What follows belongs to an exercise in optimizing a design on an open flow for small area, a short achievable clock period and few clock cycles per item; a production flow would make more cautious choices. Only simulation tests tie the RTL to the original design; equivalence was not proved. No activity file was given, so power comes from the tool's default toggle rates.

<file path="design.v">
`timescale 1ns / 1ps
package cdq_pkg;
	localparam int DATA_W = 32;
	localparam int CMD_W  = 3;
	localparam int STAT_W = 2;
	localparam int OCC_W  = 5;
	localparam logic [CMD_W-1:0] CMD_PUSH_FRONT = 3'd0;
	localparam logic [CMD_W-1:0] CMD_PUSH_REAR  = 3'd1;
	localparam logic [CMD_W-1:0] CMD_POP_FRONT  = 3'd2;
	localparam logic [CMD_W-1:0] CMD_POP_REAR   = 3'd3;
	localparam logic [CMD_W-1:0] CMD_QUERY      = 3'd4;
	localparam logic [STAT_W-1:0] ST_DONE  = 2'd0;
	localparam logic [STAT_W-1:0] ST_FULL  = 2'd1;
	localparam logic [STAT_W-1:0] ST_EMPTY = 2'd2;
	typedef struct packed {
		logic [CMD_W-1:0]         cmd;
		logic signed [DATA_W-1:0] push_value;
	} cdq_req_t;
	typedef struct packed {
		logic [STAT_W-1:0]        status;
		logic signed [DATA_W-1:0] popped_value;
		logic signed [DATA_W-1:0] front_value;
		logic signed [DATA_W-1:0] rear_value;
		logic [OCC_W-1:0]         occupancy;
		logic                     is_empty;
		logic                     is_full;
	} cdq_rsp_t;
	typedef enum logic {
		CDQ_IDLE,
		CDQ_POP
	} cdq_state_t;
endpackage
`timescale 1ns / 1ps
module deque_top (
	input  logic        clk,
	input  logic        arst_n,
	input  logic        req_valid,
	output logic        req_ready,
	input  logic [2:0]  req_cmd,
	input  logic [31:0] req_value,
	output logic        rsp_valid,
	input  logic        rsp_ready,
	output logic [1:0]  rsp_status,
	output logic [31:0] rsp_popped,
	output logic [31:0] rsp_front,
	output logic [31:0] rsp_rear,
	output logic [4:0]  rsp_occupancy,
	output logic        rsp_empty,
	output logic        rsp_full
);
	localparam int RN = 14;    
	localparam int DW = 32;
	logic [4:0]    cnt_q;
	logic [3:0]    rp_h_q, rp_t_q;      
	logic [DW-1:0] ring_q [RN];
	logic [DW-1:0] front_q, rear_q;
	logic          rsp_valid_q;
	logic [1:0]    status_q;
	logic [DW-1:0] popped_q;
	logic take;
	assign req_ready = !rsp_valid_q || rsp_ready;
	assign take      = req_valid && req_ready;
	logic is_push, is_pop, at_rear;
	assign is_push = (req_cmd[2:1] == 2'b00);
	assign is_pop  = (req_cmd[2:1] == 2'b01);
	assign at_rear = req_cmd[0];
	logic n0, n1, n2, ge2, ge3, full;
	assign n0   = (cnt_q == 5'd0);
	assign n1   = (cnt_q == 5'd1);
	assign n2   = (cnt_q == 5'd2);
	assign full = cnt_q[4];
	assign ge2  = !n0 && !n1;
	assign ge3  = ge2 && !n2;
	logic [3:0] h_prev, h_next, t_prev, t_next;
	assign h_prev = (rp_h_q == 4'd0)        ? 4'(RN - 1) : rp_h_q - 4'd1;
	assign h_next = (rp_h_q == 4'(RN - 1))  ? 4'd0       : rp_h_q + 4'd1;
	assign t_prev = (rp_t_q == 4'd0)        ? 4'(RN - 1) : rp_t_q - 4'd1;
	assign t_next = (rp_t_q == 4'(RN - 1))  ? 4'd0       : rp_t_q + 4'd1;
	logic [DW-1:0] rd_h, rd_t;
	always_comb begin
		rd_h = '0;
		rd_t = '0;
		for (int i = 0; i < RN; i++) begin
			rd_h = rd_h | (ring_q[i] & {DW{rp_h_q == 4'(i)}});
			rd_t = rd_t | (ring_q[i] & {DW{rp_t_q == 4'(i)}});
		end
	end
	logic          push_ok, pop_ok, ring_push;
	logic          front_ld, rear_ld;
	logic [DW-1:0] front_d, rear_d, popped_d;
	logic [1:0]    status_d;
	logic [4:0]    cnt_d;
	assign push_ok   = is_push && !full;
	assign pop_ok    = is_pop && !n0;
	assign ring_push = push_ok && ge2;
	always_comb begin
		front_ld = 1'b0;
		front_d  = '0;
		rear_ld  = 1'b0;
		rear_d   = '0;
		if (n0 && !is_push) begin
			front_ld = 1'b1;
			rear_ld  = 1'b1;
		end
		if (push_ok && (!at_rear || n0)) begin
			front_ld = 1'b1;
			front_d  = req_value;
		end
		if (push_ok && (at_rear || n0)) begin
			rear_ld = 1'b1;
			rear_d  = req_value;
		end
		if (pop_ok && n1) begin
			front_ld = 1'b1;
			rear_ld  = 1'b1;
		end
		if (pop_ok && !at_rear && !n1) begin
			front_ld = 1'b1;
			front_d  = n2 ? rear_q : rd_h;
		end
		if (pop_ok && at_rear && !n1) begin
			rear_ld = 1'b1;
			rear_d  = n2 ? front_q : rd_t;
		end
		popped_d = '0;
		if (pop_ok)
			popped_d = at_rear ? rear_q : front_q;
		status_d = 2'd0;
		if (is_push && full)
			status_d = 2'd1;
		if (is_pop && n0)
			status_d = 2'd2;
		cnt_d = cnt_q;
		if (push_ok)
			cnt_d = cnt_q + 5'd1;
		if (pop_ok)
			cnt_d = cnt_q - 5'd1;
	end
	always_ff @(posedge clk or negedge arst_n) begin
		if (!arst_n) begin
			cnt_q       <= '0;
			rp_h_q      <= 4'd0;
			rp_t_q      <= 4'(RN - 1);
			rsp_valid_q <= 1'b0;
		end else begin
			if (take) begin
				cnt_q <= cnt_d;
				if (ring_push && !at_rear)
					rp_h_q <= h_prev;
				if (pop_ok && !at_rear && ge3)
					rp_h_q <= h_next;
				if (ring_push && at_rear)
					rp_t_q <= t_next;
				if (pop_ok && at_rear && ge3)
					rp_t_q <= t_prev;
			end
			if (req_ready)
				rsp_valid_q <= take;
		end
	end
	always_ff @(posedge clk) begin
		if (take && front_ld)
			front_q <= front_d;
		if (take && rear_ld)
			rear_q <= rear_d;
		if (take) begin
			popped_q <= popped_d;
			status_q <= status_d;
		end
	end
	logic [DW-1:0] wdata;
	assign wdata = at_rear ? rear_q : front_q;
	for (genvar i = 0; i < RN; i++) begin : g_ring
		always_ff @(posedge clk) begin
			if (take && ring_push &&
			    (at_rear ? (t_next == 4'(i)) : (h_prev == 4'(i))))
				ring_q[i] <= wdata;
		end
	end
	assign rsp_valid     = rsp_valid_q;
	assign rsp_status    = status_q;
	assign rsp_popped    = popped_q;
	assign rsp_front     = front_q;
	assign rsp_rear      = rear_q;
	assign rsp_occupancy = cnt_q;
	assign rsp_empty     = n0;
	assign rsp_full      = full;
endmodule
</file>
<file path="run.sh">
#!/bin/bash
# synth_recipe.tcl (not shown) runs the flow's synth.tcl, then flattens the netlist and writes it again
# the make line also repeats each setting of config.mk as NAME=value (left out here)
make -C /OpenROAD-flow-scripts/flow DESIGN_CONFIG=/design/flow/config.mk WORK_HOME=/design/flow/orfs CLKGATE_MAP_FILE= SYNTH_SCRIPT=/design/flow/synth_recipe.tcl finish
</file>
<file path="config.mk">
export PLATFORM = sky130hd
export DESIGN_NAME = deque_top
export DESIGN_NICKNAME = deque_top
export VERILOG_FILES = /design/flow/design.v
export SDC_FILE = /design/flow/constraint.sdc
export NUM_CORES = 4
export LEC_CHECK = 0
export CAP_MARGIN = 20
export CORE_MARGIN = 2
export CORE_UTILIZATION = 40
export SLEW_MARGIN = 20
</file>
<file path="constraint.sdc">
create_clock -name core_clock -period 5.0 [get_ports {clk}]
set_input_delay 1.0000 -clock core_clock [delete_from_list [all_inputs] [get_ports {clk}]]
set_output_delay 1.0000 -clock core_clock [all_outputs]
set_load 0.01 [all_outputs]
</file>
==> results of run 1 <==
worst max-delay path by stage:
| stage | startpoint | endpoint | slack [ps] | depth (start not counted) |
|---|---|---|---|---|
| 6_report | cnt_q[0] | rsp_empty | 1100 | 4 |
| 5_1_grt | cnt_q[0] | rsp_empty | 960 | 4 |
| 3_3_place_gp | req_cmd[1] | ring_q[5][16] | 850 | 7 |
| 3_5_place_dp | req_cmd[1] | front_q[5] | 870 | 6 |
| 4_1_cts | cnt_q[0] | rsp_empty | 1090 | 4 |
| 2_1_floorplan | req_cmd[1] | front_q[0] | 710 | 6 |
metal layers:
metal,GRT usage (%),routed length [microns],share of wire [%]
met1,40.30,40440,38
met2,43.78,45540,43
met3,8.143,13780,13
met4,14.24,5498,5.2
met5,0,29,0.028
where the power goes:
group / switching [W] / leakage, nW / internal [W]
Sequential: 0.000410 / 5.11 / 0.00524
Combinational: 0.00315 / 4.53 / 0.00170
Clock: 0.00189 / 0.960 / 0.00272
Total: 0.00546 / 10.6 / 0.00965
worst register-to-register path, delay by kind of cell, from the launching register on:
family,cells,cell delay [ps]
AO/OA/AOI/OAI,3,800
buffers and inverters,2,730
flip-flops,1,770
AND/OR/NAND/NOR,2,1050
state kept, by name, summed over array words and instances, names as in the netlist, 2 cells and up:
name,flops
rp_t_q,4
popped_q,32
ring_q,448
front_q,32
rp_h_q,4
status_q,2
rear_q,32
cnt_q,5
placed cells by master (no fill, tap or decap), types with 16 or more instances in the layout:
cell | Yosys | layout
a21oi_1 | 30 | 30
a22oi_1 | 145 | 145
a32oi_1 | 27 | 27
and2_1 | 37 | 36
buf_4 | 2 | 90
clkbuf_16 | 0 | 58
clkdlybuf4s50_1 | 0 | 144
edfxtp_1 | 546 | 546
mux2_2 | 62 | 62
mux2i_1 | 189 | 189
mux4_2 | 20 | 20
nand2_1 | 85 | 85
nor2_1 | 68 | 51
nor2b_1 | 23 | 16
nor3_1 | 26 | 24
nor4_1 | 29 | 28
o211ai_1 | 20 | 20
o21ai_0 | 129 | 129
o221ai_1 | 21 | 21
o22ai_1 | 124 | 124
cell usage after synthesis (5+ instances only):
master | count | share of area (%)
nand3_1 | 12 | 0.22
o221ai_1 | 21 | 0.69
nor2_1 | 68 | 0.95
nor4_1 | 29 | 0.68
a32oi_1 | 27 | 0.88
buf_1 | 19 | 0.27
dfrtp_1 | 11 | 1.0
nand2b_1 | 11 | 0.26
nor2b_1 | 23 | 0.54
a32o_1 | 5 | 0.19
clkbuf_1 | 99 | 1.4
o2bb2ai_1 | 8 | 0.26
o2111ai_1 | 5 | 0.16
a21oi_1 | 30 | 0.56
or3b_2 | 5 | 0.16
o22a_1 | 12 | 0.39
a22oi_1 | 145 | 4.1
and3_1 | 12 | 0.28
o21ai_0 | 129 | 2.4
a31oi_1 | 6 | 0.14
a211o_1 | 6 | 0.20
buf_2 | 44 | 0.82
edfxtp_1 | 546 | 61
a221oi_1 | 6 | 0.20
nor3_1 | 26 | 0.49
a2111oi_0 | 8 | 0.26
o31ai_1 | 5 | 0.14
o211ai_1 | 20 | 0.56
inv_1 | 15 | 0.21
mux4_2 | 20 | 1.7
mux2_2 | 62 | 2.6
nand2_1 | 85 | 1.2
o32ai_1 | 10 | 0.33
a211oi_1 | 7 | 0.20
mux2i_1 | 189 | 7.1
o22ai_1 | 124 | 2.9
xnor2_1 | 5 | 0.16
and2_1 | 37 | 0.87
nor3b_1 | 14 | 0.39
stage by stage:
stage,power [W],area [sq um],instances,setup slack [ps],utilization (%)
final,0.01511,31680,3031,1103,48.01
after global routing,0.01542,31680,3031,965.0,48.01
after CTS,0.01493,31660,3030,1085,47.98
after detailed placement,0.01038,29650,2922,865.9,44.94
after global placement,0.01035,29630,2921,849.9,44.91
after floorplan,0.008326,26740,1982,712.9,-
cell type report:
class                      instances  area [sq um]
clock buffer                      75          1555
fill                            5685         34300
clock inverter                    33         455.4
timing repair buffer             244          2293
multi-input combinational       1239          9465
inverter                          16         60.06
sequential                       560         16770
tap                              864          1081
kinds of logic (layout without fill, tap and decap cells):
group | count (synthesis) | count (layout) | share of synthesized area (%)
AO/OA/AOI/OAI | 602 | 602 | 15.59
flip-flops | 560 | 560 | 62.64
AND/OR/NAND/NOR | 354 | 354 | 7.051
multiplexers | 271 | 271 | 11.37
buffers and inverters | 183 | 368 | 2.901
XOR/XNOR | 8 | 8 | 0.2620
adder cells (fa/ha/maj) | 4 | 4 | 0.1872
==> results by group, run 1 <==
Run status
  • Run status: timing/DRC/antenna clean

Timing
  • TNS Setup: 0 ps
  • Fin. max-slew vios: 0
  • Clk_skew: 25.92 ps
  • Fin crit period: 3897 ps
  • Final setup viols: 0
  • Fin crit share: 77.93%
  • Final Hold Vio Count: 0
  • Worst Hold Margin: 620.0 ps
  • Max frequency: 256.6 MHz
  • RSZ-0062 raised after global routing: no
  • Slew HR: 17.77%
  • Slew @ Worst Pin: 1231 ps

Clocking
  • Root Driver: clkbuf_16
  • CTS resizes: 0
  • Clk pin slew, worst setup/hold paths: 60 ps
  • Setup Buffers After CTS: 0
  • Htree depth: 2
  • CTS tree: built
  • Clk latency of the worst-skew pair: 640 ps
  • Num CTS Buffers: 58
  • Clock buffer depth: 3
  • Post-cts hold buffer count: 0
  • # clock sinks: 560

Layout
  • Share of layout cells above drive strength 1: 15.23%
  • Diode count: 0
  • Synth-to-Final Area Change: 18.47%
  • NumNets Final: 2162

Die
  • Num rows: 94
  • Initial Util: 40.53%
  • IO Count: 146
  • Core ar.: 65980 sq um
  • Die height: 262.6 microns
  • DIE AREA: 68940 sq um
  • Chip width: 262.6 microns

GRT
  • Total Routing Usage GR: 29.61%
  • Global-route wire length before repair: 148.2 mm
  • Vias in the first global route: 20295
  • Largest net degree at the start of global routing: 78
  • Total gr overflow: 0
  • Initial antenna violation count: 3

Synthesis
  • Top FF cell, synth: edfxtp_1
  • Seq cells post-synth: 560
  • Post-synthesis cell count: 1982
  • Post-synthesis sequential area ratio: 62.64%
  • Post-synth EDFFs: 546
  • Syn nets: 2025
  • Synth Warn #: 2
  • Distinct cells, synth: 80
  • Syn avg cell area: 13.49 sq um
  • Area of the mapped netlist: 26740 sq um
  • Synth async-reset ratio: 2.500%

Detailed routing
  • First drt pass iteration count: 6
  • Vias: 20759
  • DR WL/cell: 34.74 microns
  • DR vias/cell: 6.849
  • 1st-iter DRT viols: 3416
  • Post-Route WL: 105.3 mm
  • Post-DRT Antenna Nets: 0
  • # DRC: 0

Placed design
  • DPL Wire Length: 65.84 mm
  • Gp weighted congestion: 0.9322
  • PortBufs: 145

Critical path
  • R2R Path Start: rp_t_q[1]
  • CP startpoint kind: register
  • CP Class: reg2out
  • Worst EP required: 4000 ps
  • CP max-delay cell: nor4b_2
  • Worst Path Max Fanout: 7
  • FF-to-FF setup slack: 1290 ps
  • Worst reg2reg endpoint: ring_q[5][25]
  • WP data arrival: 2900 ps
  • Worst path bufs/invs: 2
  • Cell family with most CP delay: buffers and inverters
  • Max incr delay on CP: 680 ps
  • Crit-path cells: inv_1 -> ha_1 -> nor4b_2 -> clkdlybuf4s50_1
  • Reg2reg path depth: 7
  • Crit path capture type: primary output

Power and ir drop
  • Peak VDD IR: 265.8 uV
  • Cell area power density: 476.8 nW/um^2
  • Lkg Pwr: 10.59 nW

Hold path
  • Worst Hold Path Cells: 2
  • Worst Hold Class: reg2reg
  • Hold Crit Endpoint: rsp_valid_q
  • HP Start: rsp_valid_q

Run
  • Max-cap violation count: 0
Testbench counts, summed over its fixed seeds: cycles 48,008, commands 48,000.
==> run 2: changes to the inputs <==
--- a/design.v
+++ b/design.v
@@ -59,9 +59,31 @@
 	logic [DW-1:0] popped_q;
-	logic take;
-	assign req_ready = !rsp_valid_q || rsp_ready;
-	assign take      = req_valid && req_ready;
+	logic          skid_v_q;
+	logic [2:0]    skid_cmd_q;
+	logic [DW-1:0] skid_val_q;
+	logic          slot_free, take;
+	logic [2:0]    cmd;
+	logic [DW-1:0] value;
+	assign req_ready = !skid_v_q;
+	assign slot_free = !rsp_valid_q || rsp_ready;
+	assign take      = (skid_v_q || req_valid) && slot_free;
+	assign cmd       = skid_v_q ? skid_cmd_q : req_cmd;
+	assign value     = skid_v_q ? skid_val_q : req_value;
+	always_ff @(posedge clk or negedge arst_n) begin
+		if (!arst_n)
+			skid_v_q <= 1'b0;
+		else if (skid_v_q)
+			skid_v_q <= !slot_free;
+		else
+			skid_v_q <= req_valid && !slot_free;
+	end
+	always_ff @(posedge clk) begin
+		if (!skid_v_q) begin
+			skid_cmd_q <= req_cmd;
+			skid_val_q <= req_value;
+		end
+	end
 	logic is_push, is_pop, at_rear;
-	assign is_push = (req_cmd[2:1] == 2'b00);
-	assign is_pop  = (req_cmd[2:1] == 2'b01);
-	assign at_rear = req_cmd[0];
+	assign is_push = (cmd[2:1] == 2'b00);
+	assign is_pop  = (cmd[2:1] == 2'b01);
+	assign at_rear = cmd[0];
 	logic n0, n1, n2, ge2, ge3, full;
@@ -106,3 +128,3 @@
 			front_ld = 1'b1;
-			front_d  = req_value;
+			front_d  = value;
 		end
@@ -110,3 +132,3 @@
 			rear_ld = 1'b1;
-			rear_d  = req_value;
+			rear_d  = value;
 		end
@@ -156,3 +178,3 @@
 			end
-			if (req_ready)
+			if (slot_free)
 				rsp_valid_q <= take;
==> run 2 against run 1 <==
Compared with the run above: die area rose by 5.1%; hold slack got worse by 130 ps; clock power rose by 7.6%; area after synthesis rose by 5.2%; synthesized cell count rose by 11%; via count rose by 14%; setup slack got worse by 35 ps; count of clock-buffer cells in the layout rose by 3; largest power group is now combinational cells.
==> results by group, run 2 <==
Timing
  • Clk_skew: 33.96 ps (was 25.92 ps)
  • Slew HR: 13.37% (was 17.77%)
  • Slack of the critical path: 1068 ps (was 1103 ps)
  • RSZ-0062 raised after global routing: no (unchanged)
  • Slew @ Worst Pin: 1294 ps (was 1231 ps)
  • Final setup viols: 0 (unchanged)
  • Fin. max-slew vios: 0 (unchanged)
  • Fin crit share: 78.64% (was 77.93%)
  • Final Hold Vio Count: 0 (unchanged)
  • Fin crit period: 3932 ps (was 3897 ps)
  • Max frequency: 254.3 MHz (was 256.6 MHz)
  • TNS Setup: 0 ps (unchanged)

Die
  • Initial Util: 40.29% (was 40.53%)
  • Chip width: 269.1 microns (was 262.6 microns)
  • DIE AREA: 72440 sq um (was 68940 sq um)
  • Num rows: 97 (was 94)
  • Core ar.: 69790 sq um (was 65980 sq um)
  • Die height: 269.1 microns (was 262.6 microns)
  • IO Count: 146 (unchanged)

Placed design
  • Gp weighted congestion: 0.9972 (was 0.9322)
  • PortBufs: 145 (unchanged)
  • Pre-CTS setup slack: 935.9 ps (was 865.9 ps)
  • Placed cells: 3268 (was 2922)
  • DPL Wire Length: 87.03 mm (was 65.84 mm)

GRT
  • Largest net degree at the start of global routing: 60 (was 78)
  • Total Routing Usage GR: 35.04% (was 29.61%)
  • Total gr overflow: 0 (unchanged)
  • Initial antenna violation count: 10 (was 3)
  • Global-route wire length before repair: 179.7 mm (was 148.2 mm)
  • Vias in the first global route: 22197 (was 20295)

Critical path
  • WP data arrival: 4300 ps (was 2900 ps)
  • Worst Path Max Fanout: 26 (was 7)
  • Max incr delay on CP: 850 ps (was 680 ps)
  • Cell family with most CP delay: compound AO/OA/AOI/OAI gates (was buffers and inverters)
  • CP Class: reg2reg (was reg2out)
  • Reg2reg path depth: 8 (was 7)
  • FF-to-FF setup slack: 1070 ps (was 1290 ps)
  • Critical path depth in cells: 8 (was 4)
  • Worst path bufs/invs: 3 (was 2)
  • Most common cell on crit path: buf_4
  • Crit path capture type: register (was primary output)
  • Crit-path cells: buf_4 -> and2_1 -> buf_4 -> nand2_1 -> o32ai_1 -> a2111oi_0 -> buf_4 -> o22ai_1 (was inv_1 -> ha_1 -> nor4b_2 -> clkdlybuf4s50_1)
  • Worst EP required: 5370 ps (was 4000 ps)
  • CP startpoint kind: register (unchanged)
  • CP max-delay cell: a2111oi_0 (was nor4b_2)

Clocking
  • Setup Buffers After CTS: 0 (unchanged)
  • # clock sinks: 596 (was 560)
  • Clock buffer depth: 3 (unchanged)
  • CTS tree: built (unchanged)
  • Clk pin slew, worst setup/hold paths: 70 ps (was 60 ps)
  • Htree depth: 2 (unchanged)
  • CTS resizes: 0 (unchanged)
  • Clk latency of the worst-skew pair: 660 ps (was 640 ps)
  • Root Driver: clkbuf_16 (unchanged)
  • Post-cts hold buffer count: 0 (unchanged)
  • Num CTS Buffers: 61 (was 58)

Synthesis
  • Syn avg cell area: 12.74 sq um (was 13.49 sq um)
  • Area leader, netlist: edfxtp_1 (unchanged)
  • Area of the mapped netlist: 28120 sq um (was 26740 sq um)
  • Top post-synthesis cells by area: edfxtp_1, mux2i_1, a22oi_1, o22ai_1, dfxtp_1 (was edfxtp_1, mux2i_1, a22oi_1, o22ai_1, mux2_2)
  • Commonest cells post-synth: edfxtp_1, mux2i_1, nand2_1 (was edfxtp_1, mux2i_1, a22oi_1)
  • Top FF cell, synth: edfxtp_1 (unchanged)
  • Most common cell in the netlist: edfxtp_1 (unchanged)
  • Synth Warn #: 2 (unchanged)
  • Area share of the largest cell type after synthesis: 58.31% (was 61.31%)
  • Seq cells post-synth: 596 (was 560)
  • Syn nets: 2250 (was 2025)
  • Post-synthesis sequential area ratio: 62.15% (was 62.64%)
  • Post-synthesis cell count: 2207 (was 1982)
  • Synth async-reset ratio: 2.517% (was 2.500%)
  • Distinct cells, synth: 85 (was 80)
  • Post-synth EDFFs: 546 (unchanged)

Hold path
  • Worst Hold Path Cells: 2 (unchanged)
  • Worst Hold Class: reg2reg (unchanged)

Detailed routing
  • Vias: 23650 (was 20759)
  • Post-Route WL: 131.2 mm (was 105.3 mm)
  • # DRC: 0 (unchanged)
  • Post-DRT Antenna Nets: 0 (unchanged)
  • First drt pass iteration count: 10 (was 6)
  • 1st-iter DRT viols: 4953 (was 3416)
  • DR vias/cell: 6.976 (was 6.849)
  • DR WL/cell: 38.70 microns (was 34.74 microns)

Layout
  • Leading cell type in the layout, fill and taps excluded: edfxtp_1 (unchanged)
  • Max reg flops: 448 (unchanged)
  • Most frequent cells in the layout: edfxtp_1, mux2i_1, nand2_1 (was edfxtp_1, mux2i_1, a22oi_1)
  • Core Util, Final: 48.27% (was 48.01%)
  • NumNets Final: 2434 (was 2162)
  • Share of layout cells above drive strength 1: 15.84% (was 15.23%)
  • Post-route insts no fill: 3390 (was 3031)
  • Synth-to-Final Area Change: 19.78% (was 18.47%)
  • Reg with most FFs: ring_q (unchanged)

Run status
  • Run status: timing/DRC/antenna clean (unchanged)

Power and ir drop
  • Lkg Pwr: 11.07 nW (was 10.59 nW)
  • Cell area power density: 605.2 nW/um^2 (was 476.8 nW/um^2)
  • Peak VDD IR: 342.6 uV (was 265.8 uV)

Run
  • Max-cap violation count: 0 (unchanged)
[run 2: logic make-up after synthesis]
kind of cell / synth area share, %
muxes: 8.614
buffers and inverters: 3.368
adders and majority gates: 0.1780
and+or+nand+nor: 8.218
DFF: 62.15
AOI/OAI and AO/OA: 17.29
xor gates and xnor gates: 0.1869
[run 2: worst paths after layout]
kind,start,endpoint
worst min-delay path,skid_val_q[20],skid_val_q[20]
max in group asynchronous,arst_n,rp_h_q[2]
worst min register to register,skid_val_q[20],skid_val_q[20]
worst max register to register,rp_h_q[1],front_q[28]
min in group asynchronous,arst_n,cnt_q[4]
worst max-delay path,rp_h_q[1],front_q[28]
[run 2: metal layers]
metal	global-route usage, %	wire length (microns)	part of all wire (%)	vias up
met1	47.40	49790	38	11739
met2	48.17	52780	40	2192
met3	12.46	19430	15	487
met4	20.74	9156	7.0	4
li1	-	-	-	9228
met5	0	24	0.018	-
[run 2: worst min-delay path, cell delays in order (launching register included)]
cell	delay [ps]
dfxtp_1	300
mux2i_1	100
inv_1	60
[run 2: area by class of cell]
class | count | area, sq um
flip-flops and latches | 596 | 17500
inverters | 47 | 176.4
multi-input cells | 1384 | 9971
well taps | 940 | 1176
repair buffers | 301 | 2698
clock buffers | 78 | 1693
clock inverters | 37 | 451.7
diodes | 7 | 17.52
fillers | 6069 | 36100
[run 2: where the power goes]
group / total (W) / internal (W) / switching [W] / leakage (nW)
clock: 0.00496 / 0.00290 / 0.00205 / 1.05
sequential: 0.00649 / 0.00587 / 0.000620 / 5.45
combinational: 0.00894 / 0.00277 / 0.00617 / 4.58
total: 0.0204 / 0.0115 / 0.00885 / 11.1
[run 2: per-stage QoR]
step	total power, W	hold WS [ps]	cell area [sq um]
after floorplan	0.01012	442.9	28120
after global placement	0.01481	478.7	31510
after detailed placement	0.01482	482.7	31520
after CTS	0.01970	497.0	33660
after global routing	0.02047	527.2	33670
final	0.02039	490.3	33680
Testbench counts of run 2, summed over its fixed seeds: cycles 48,008, commands 48,000.

[separate check: timing with driven ports]
The flow's constraints put no driver on any port. The routed layouts listed below were extracted and timed again, unchanged, in two steps. Step 1 sets driving cells, clkbuf_16 on the clock port and buf_2 on the other inputs (assumed; they add their load-dependent delay and slew). Step 2 also shifts input and output timing later by t, the mid clock arrival at the registers, as if the neighbouring blocks saw the same clock. a / b / c = no drivers / after step 1 / after step 2; a / b = the first two.
run | t, ns | setup slack, ns | hold slack, ns
run 1 | 0.691 | 1.103 / 1.038 / 0.716 | 0.620 / 0.620 / 0.620
run 2 | 0.708 | 1.068 / 1.068 / 0.802 | 0.490 / 0.490 / 0.490
After both steps setup and hold are still met in every run listed. The setup slack of run 1, which loses most, moves by -0.065 ns with the drivers and by -0.387 ns with both steps.
